What follows belongs to an exercise in optimizing a design on an open flow for small area, a short achievable clock period and few clock cycles; a production flow would make more cautious choices.
Where RTL was checked, it was by simulation tests only, not by an equivalence proof against the original.

==> v13: inputs <==
==> flow/design.v <==
`timescale 1ns/100ps
module sudoku_solver (
  input  logic        clk,
  input  logic        reset,
  input  logic        load_en_i,
  input  logic [3:0]  load_idx_i,
  input  logic [2:0]  load_third_en_i,   
  input  logic [80:0] load_row_i,
  input  logic        start_i,
  input  logic        abort_i,
  input  logic        credit_return_i,
  output logic        busy_o,
  output logic        solved_o,
  output logic        stuck_o,
  output logic        stream_valid_o,
  output logic [3:0]  stream_idx_o,
  output logic [80:0] stream_row_o
);
  localparam logic [1:0] ST_IDLE   = 2'd0;
  localparam logic [1:0] ST_SOLVE  = 2'd1;
  localparam logic [1:0] ST_STREAM = 2'd2;
  logic [80:0] grid [0:8];
  logic [1:0]  state;
  logic [1:0]  credits;
  logic [3:0]  idx;
  logic [8:0]  row_changed;    
  logic [80:0] out_row;
  logic [80:0] multi;          
  logic [80:0] zero;           
  logic [80:0] row_changed_c;  
  logic [80:0] smask [0:8];    
  logic [8:0]  row_u [0:8];
  logic [8:0]  col_u [0:8];
  logic [8:0]  box_u [0:8];
  logic [80:0] pruned [0:8];
  logic        all_settled;
  logic        emptied;
  logic        sweep_en;
  logic        finish;
  logic        send;
  genvar gi, gu;
  generate
    for (gi = 0; gi < 81; gi = gi + 1) begin : g_cell
      logic [8:0] v;
      logic       a0, a1, a2, t0, t1, t2;
      assign v  = grid[gi / 9][(gi % 9)*9 +: 9];
      assign a0 = |v[2:0];
      assign a1 = |v[5:3];
      assign a2 = |v[8:6];
      assign t0 = (v[0] & v[1]) | (v[0] & v[2]) | (v[1] & v[2]);
      assign t1 = (v[3] & v[4]) | (v[3] & v[5]) | (v[4] & v[5]);
      assign t2 = (v[6] & v[7]) | (v[6] & v[8]) | (v[7] & v[8]);
      assign multi[gi] = t0 | t1 | t2 | (a0 & a1) | (a0 & a2) | (a1 & a2);
      assign zero[gi]  = ~(a0 | a1 | a2);
      assign smask[gi / 9][(gi % 9)*9 +: 9] = multi[gi] ? 9'd0 : v;
    end
    for (gu = 0; gu < 9; gu = gu + 1) begin : g_unit
      assign row_u[gu] = smask[gu][0 +: 9]  | smask[gu][9 +: 9]  | smask[gu][18 +: 9] |
                         smask[gu][27 +: 9] | smask[gu][36 +: 9] | smask[gu][45 +: 9] |
                         smask[gu][54 +: 9] | smask[gu][63 +: 9] | smask[gu][72 +: 9];
      assign col_u[gu] = smask[0][gu*9 +: 9] | smask[1][gu*9 +: 9] | smask[2][gu*9 +: 9] |
                         smask[3][gu*9 +: 9] | smask[4][gu*9 +: 9] | smask[5][gu*9 +: 9] |
                         smask[6][gu*9 +: 9] | smask[7][gu*9 +: 9] | smask[8][gu*9 +: 9];
      assign box_u[gu] = smask[(gu/3)*3 + 0][(gu%3)*27 +: 9] | smask[(gu/3)*3 + 0][(gu%3)*27 + 9 +: 9] |
                         smask[(gu/3)*3 + 0][(gu%3)*27 + 18 +: 9] |
                         smask[(gu/3)*3 + 1][(gu%3)*27 +: 9] | smask[(gu/3)*3 + 1][(gu%3)*27 + 9 +: 9] |
                         smask[(gu/3)*3 + 1][(gu%3)*27 + 18 +: 9] |
                         smask[(gu/3)*3 + 2][(gu%3)*27 +: 9] | smask[(gu/3)*3 + 2][(gu%3)*27 + 9 +: 9] |
                         smask[(gu/3)*3 + 2][(gu%3)*27 + 18 +: 9];
    end
    for (gi = 0; gi < 81; gi = gi + 1) begin : g_prune
      logic [8:0] v;
      logic [8:0] hit;
      assign v   = grid[gi / 9][(gi % 9)*9 +: 9];
      assign hit = {9{multi[gi]}} & v &
                   (row_u[gi / 9] | col_u[gi % 9] | box_u[(gi / 27)*3 + (gi % 9)/3]);
      assign row_changed_c[gi] = |hit;
      assign pruned[gi / 9][(gi % 9)*9 +: 9] = v & ~(hit & {9{sweep_en}});
    end
  endgenerate
  assign all_settled = ~(|multi) & ~(|zero);
  assign emptied     = |zero;
  assign finish   = all_settled | emptied | ~(|row_changed);
  assign sweep_en = (state == ST_IDLE) ? start_i : ((state == ST_SOLVE) && !emptied);
  assign send     = (state == ST_STREAM) && (credits != 2'd0);
  assign busy_o         = (state != ST_IDLE);
  assign stream_valid_o = send;
  assign stream_idx_o   = idx;
  assign stream_row_o   = out_row;
  always_ff @(posedge clk) begin
    if (reset) begin
      state    <= ST_IDLE;
      credits  <= 2'd2;
      idx      <= '0;
      solved_o <= 1'b0;
      stuck_o  <= 1'b0;
    end else begin
      credits <= credits - {1'b0, send} + {1'b0, credit_return_i};
      case (state)
        ST_IDLE: begin
          if (start_i) begin
            state    <= ST_SOLVE;
            idx      <= '0;
            solved_o <= 1'b0;
            stuck_o  <= 1'b0;
          end
        end
        ST_SOLVE: begin
          if (abort_i) begin
            state <= ST_IDLE;
          end else if (finish) begin
            state    <= ST_STREAM;
            solved_o <= all_settled;
            stuck_o  <= ~all_settled;
          end
        end
        ST_STREAM: begin
          if (send) begin
            idx <= idx + 4'd1;
            if (idx == 4'd8) state <= ST_IDLE;
          end
        end
        default: state <= ST_IDLE;
      endcase
    end
  end
  always_ff @(posedge clk) begin
    for (int r = 0; r < 9; r++) row_changed[r] <= |row_changed_c[r*9 +: 9];
  end
  logic [3:0] idx_next;
  assign idx_next = (state != ST_STREAM) ? 4'd0 : (send ? idx + 4'd1 : idx);
  always_ff @(posedge clk) begin
    out_row <= '0;
    for (int r = 0; r < 9; r++)
      if (idx_next == r) out_row <= grid[r];
  end
  genvar gr, gt;
  generate
    for (gr = 0; gr < 9; gr = gr + 1) begin : g_row
      for (gt = 0; gt < 3; gt = gt + 1) begin : g_third
        always_ff @(posedge clk) begin
          if (load_en_i && (load_idx_i == gr) && load_third_en_i[gt])
            grid[gr][gt*27 +: 27] <= load_row_i[gt*27 +: 27];
          else
            grid[gr][gt*27 +: 27] <= pruned[gr][gt*27 +: 27];
        end
      end
    end
  endgenerate
endmodule
==> flow/run.sh <==
#!/bin/bash
# synth_recipe.tcl (not shown) runs the flow's synth.tcl, then flattens the netlist and writes it again
# the make line also repeats each setting of config.mk as NAME=value (left out here)
make -C /OpenROAD-flow-scripts/flow DESIGN_CONFIG=/design/flow/config.mk WORK_HOME=/design/flow/orfs CLKGATE_MAP_FILE= SYNTH_SCRIPT=/design/flow/synth_recipe.tcl finish
==> flow/config.mk <==
export PLATFORM = sky130hd
export DESIGN_NAME = sudoku_solver
export DESIGN_NICKNAME = sudoku_solver
export VERILOG_FILES = /design/flow/design.v
export SDC_FILE = /design/flow/constraint.sdc
export NUM_CORES = 4
export LEC_CHECK = 0
export CAP_MARGIN = 20
export CORE_MARGIN = 2
export CORE_UTILIZATION = 40
export SLEW_MARGIN = 20
==> flow/constraint.sdc <==
create_clock -name core_clock -period 10.0 [get_ports {clk}]
set_input_delay 2.0000 -clock core_clock [delete_from_list [all_inputs] [get_ports {clk}]]
set_output_delay 2.0000 -clock core_clock [all_outputs]
set_load 0.01 [all_outputs]
==> v35 (differences from v13) <==
==> flow/design.v, changed modules only <==
module sudoku_solver (
  input  logic        clk,
  input  logic        reset,
  input  logic        load_en_i,
  input  logic [3:0]  load_idx_i,
  input  logic [2:0]  load_third_en_i,   
  input  logic [80:0] load_row_i,
  input  logic        start_i,
  input  logic        abort_i,
  input  logic        credit_return_i,
  output logic        busy_o,
  output logic        solved_o,
  output logic        stuck_o,
  output logic        stream_valid_o,
  output logic [3:0]  stream_idx_o,
  output logic [80:0] stream_row_o
);
  logic [80:0] grid [0:8];
  logic        solving;        
  logic        streaming;      
  logic [1:0]  credits;
  logic        valid_q;        
  logic [3:0]  idx;            
  logic [8:0]  sel;            
  logic [80:0] multi_q;        
  logic [80:0] out_row;
  logic [80:0] multi;          
  logic [80:0] zero;           
  logic [80:0] smask [0:8];    
  logic [8:0]  tri_u [0:26];   
  logic [8:0]  row_u [0:8];
  logic [8:0]  col_u [0:8];
  logic [8:0]  box_u [0:8];
  logic [8:0]  rb_u  [0:26];   
  logic [80:0] pruned [0:8];
  logic        all_settled;
  logic        emptied;
  logic        settling;
  logic        sweep_en;
  logic        finish;
  genvar gi, gu;
  generate
    for (gi = 0; gi < 81; gi = gi + 1) begin : g_cell
      logic [8:0] v;
      logic       a0, a1, a2, t0, t1, t2;
      assign v  = grid[gi / 9][(gi % 9)*9 +: 9];
      assign a0 = |v[2:0];
      assign a1 = |v[5:3];
      assign a2 = |v[8:6];
      assign t0 = (v[0] & v[1]) | (v[0] & v[2]) | (v[1] & v[2]);
      assign t1 = (v[3] & v[4]) | (v[3] & v[5]) | (v[4] & v[5]);
      assign t2 = (v[6] & v[7]) | (v[6] & v[8]) | (v[7] & v[8]);
      assign multi[gi] = t0 | t1 | t2 | (a0 & a1) | (a0 & a2) | (a1 & a2);
      assign zero[gi]  = ~(a0 | a1 | a2);
      assign smask[gi / 9][(gi % 9)*9 +: 9] = multi[gi] ? 9'd0 : v;
    end
    for (gu = 0; gu < 27; gu = gu + 1) begin : g_third
      assign tri_u[gu] = smask[gu / 3][(gu % 3)*27 +: 9] | smask[gu / 3][(gu % 3)*27 + 9 +: 9] |
                         smask[gu / 3][(gu % 3)*27 + 18 +: 9];
    end
    for (gu = 0; gu < 9; gu = gu + 1) begin : g_unit
      assign row_u[gu] = tri_u[gu*3] | tri_u[gu*3 + 1] | tri_u[gu*3 + 2];
      assign box_u[gu] = tri_u[(gu/3)*9 + gu%3] | tri_u[(gu/3)*9 + 3 + gu%3] |
                         tri_u[(gu/3)*9 + 6 + gu%3];
      assign col_u[gu] = smask[0][gu*9 +: 9] | smask[1][gu*9 +: 9] | smask[2][gu*9 +: 9] |
                         smask[3][gu*9 +: 9] | smask[4][gu*9 +: 9] | smask[5][gu*9 +: 9] |
                         smask[6][gu*9 +: 9] | smask[7][gu*9 +: 9] | smask[8][gu*9 +: 9];
    end
    for (gu = 0; gu < 27; gu = gu + 1) begin : g_rb
      assign rb_u[gu] = row_u[gu / 3] | box_u[(gu / 9)*3 + gu % 3];
    end
    for (gi = 0; gi < 81; gi = gi + 1) begin : g_prune
      logic [8:0] v;
      logic       me;              
      assign v  = grid[gi / 9][(gi % 9)*9 +: 9];
      assign me = multi[gi] & sweep_en;
      assign pruned[gi / 9][(gi % 9)*9 +: 9] =
        v & ~({9{me}} & (rb_u[(gi / 9)*3 + (gi % 9)/3] | col_u[gi % 9]));
    end
  endgenerate
  assign all_settled = ~(|multi) & ~(|zero);
  assign emptied     = |zero;
  assign settling    = |(multi_q & ~multi);
  always_ff @(posedge clk) begin
    multi_q <= multi;
  end
  logic       idle;
  logic       done;            
  logic       streaming_d;
  logic [1:0] credits_d;
  logic       valid_d;
  assign idle     = ~solving & ~streaming;
  assign finish   = all_settled | emptied | ~settling;
  assign done     = solving & ~abort_i & finish;
  assign sweep_en = (idle & start_i) | (solving & ~emptied);
  assign streaming_d = done | (streaming & ~(valid_q & (idx == 4'd8)));
  assign credits_d   = credits - {1'b0, valid_q} + {1'b0, credit_return_i};
  assign valid_d     = streaming_d & (credits_d != 2'd0);
  assign busy_o         = solving | streaming;
  assign stream_valid_o = valid_q;
  assign stream_idx_o   = idx;
  assign stream_row_o   = out_row;
  always_ff @(posedge clk) begin
    if (reset) begin
      solving   <= 1'b0;
      streaming <= 1'b0;
      credits   <= 2'd2;
      valid_q   <= 1'b0;
      idx       <= '0;
      sel       <= 9'd1;
      solved_o  <= 1'b0;
      stuck_o   <= 1'b0;
    end else begin
      solving   <= (idle & start_i) | (solving & ~abort_i & ~finish);
      streaming <= streaming_d;
      credits   <= credits_d;
      valid_q   <= valid_d;
      if (valid_q) idx <= (idx == 4'd8) ? 4'd0 : idx + 4'd1;
      if (valid_d) sel <= {sel[7:0], sel[8]};
      if (idle & start_i) begin
        solved_o <= 1'b0;
        stuck_o  <= 1'b0;
      end else if (done) begin
        solved_o <= all_settled;
        stuck_o  <= ~all_settled;
      end
    end
  end
  always_ff @(posedge clk) begin
    out_row <= '0;
    for (int r = 0; r < 9; r++)
      if (sel[r]) out_row <= grid[r];
  end
  genvar gr, gt;
  generate
    for (gr = 0; gr < 9; gr = gr + 1) begin : g_row
      for (gt = 0; gt < 3; gt = gt + 1) begin : g_third
        always_ff @(posedge clk) begin
          if (load_en_i && idle && (load_idx_i == gr) && load_third_en_i[gt])
            grid[gr][gt*27 +: 27] <= load_row_i[gt*27 +: 27];
          else
            grid[gr][gt*27 +: 27] <= pruned[gr][gt*27 +: 27];
        end
      end
    end
  endgenerate
endmodule
==> flow/flow/run.sh (new file) <==
#!/bin/bash
set -euo pipefail
MARGIN="${MARGIN:-7}"
bash standard.sh SETUP_SLACK_MARGIN="$MARGIN" finish > standard.log 2>&1
==> flow/standard.sh (new file) <==
#!/bin/bash
# synth_recipe.tcl (not shown) runs the flow's synth.tcl, then flattens the netlist and writes it again
# the make line also repeats each setting of config.mk as NAME=value (left out here)
make -C /OpenROAD-flow-scripts/flow DESIGN_CONFIG=/design/flow/config.mk WORK_HOME=/design/flow/orfs CLKGATE_MAP_FILE= SYNTH_SCRIPT=/design/flow/synth_recipe.tcl "${@:-finish}"
CORE_UTILIZATION = 32   (was 40)
MIN_ROUTING_LAYER = met2   (was unset)
PLACE_DENSITY = 0.5   (was unset)
SETUP_SLACK_MARGIN = 5   (was unset)
removed: flow/run.sh
==> notes <==
- Between v13 and v35, the lower synthesized area is in v35 (gap 16%, measured against v35).
- v13 did not get past global routing with GRT-0116. v35 never finished: it broke off in global routing.
- Of v35 and v13, v13 has the higher synthesized cell count (gap about 13%, measured against v13).
Testbench counts of v35, summed over its fixed seeds: cycles 5,578.
No functional check of the RTL was part of v13.
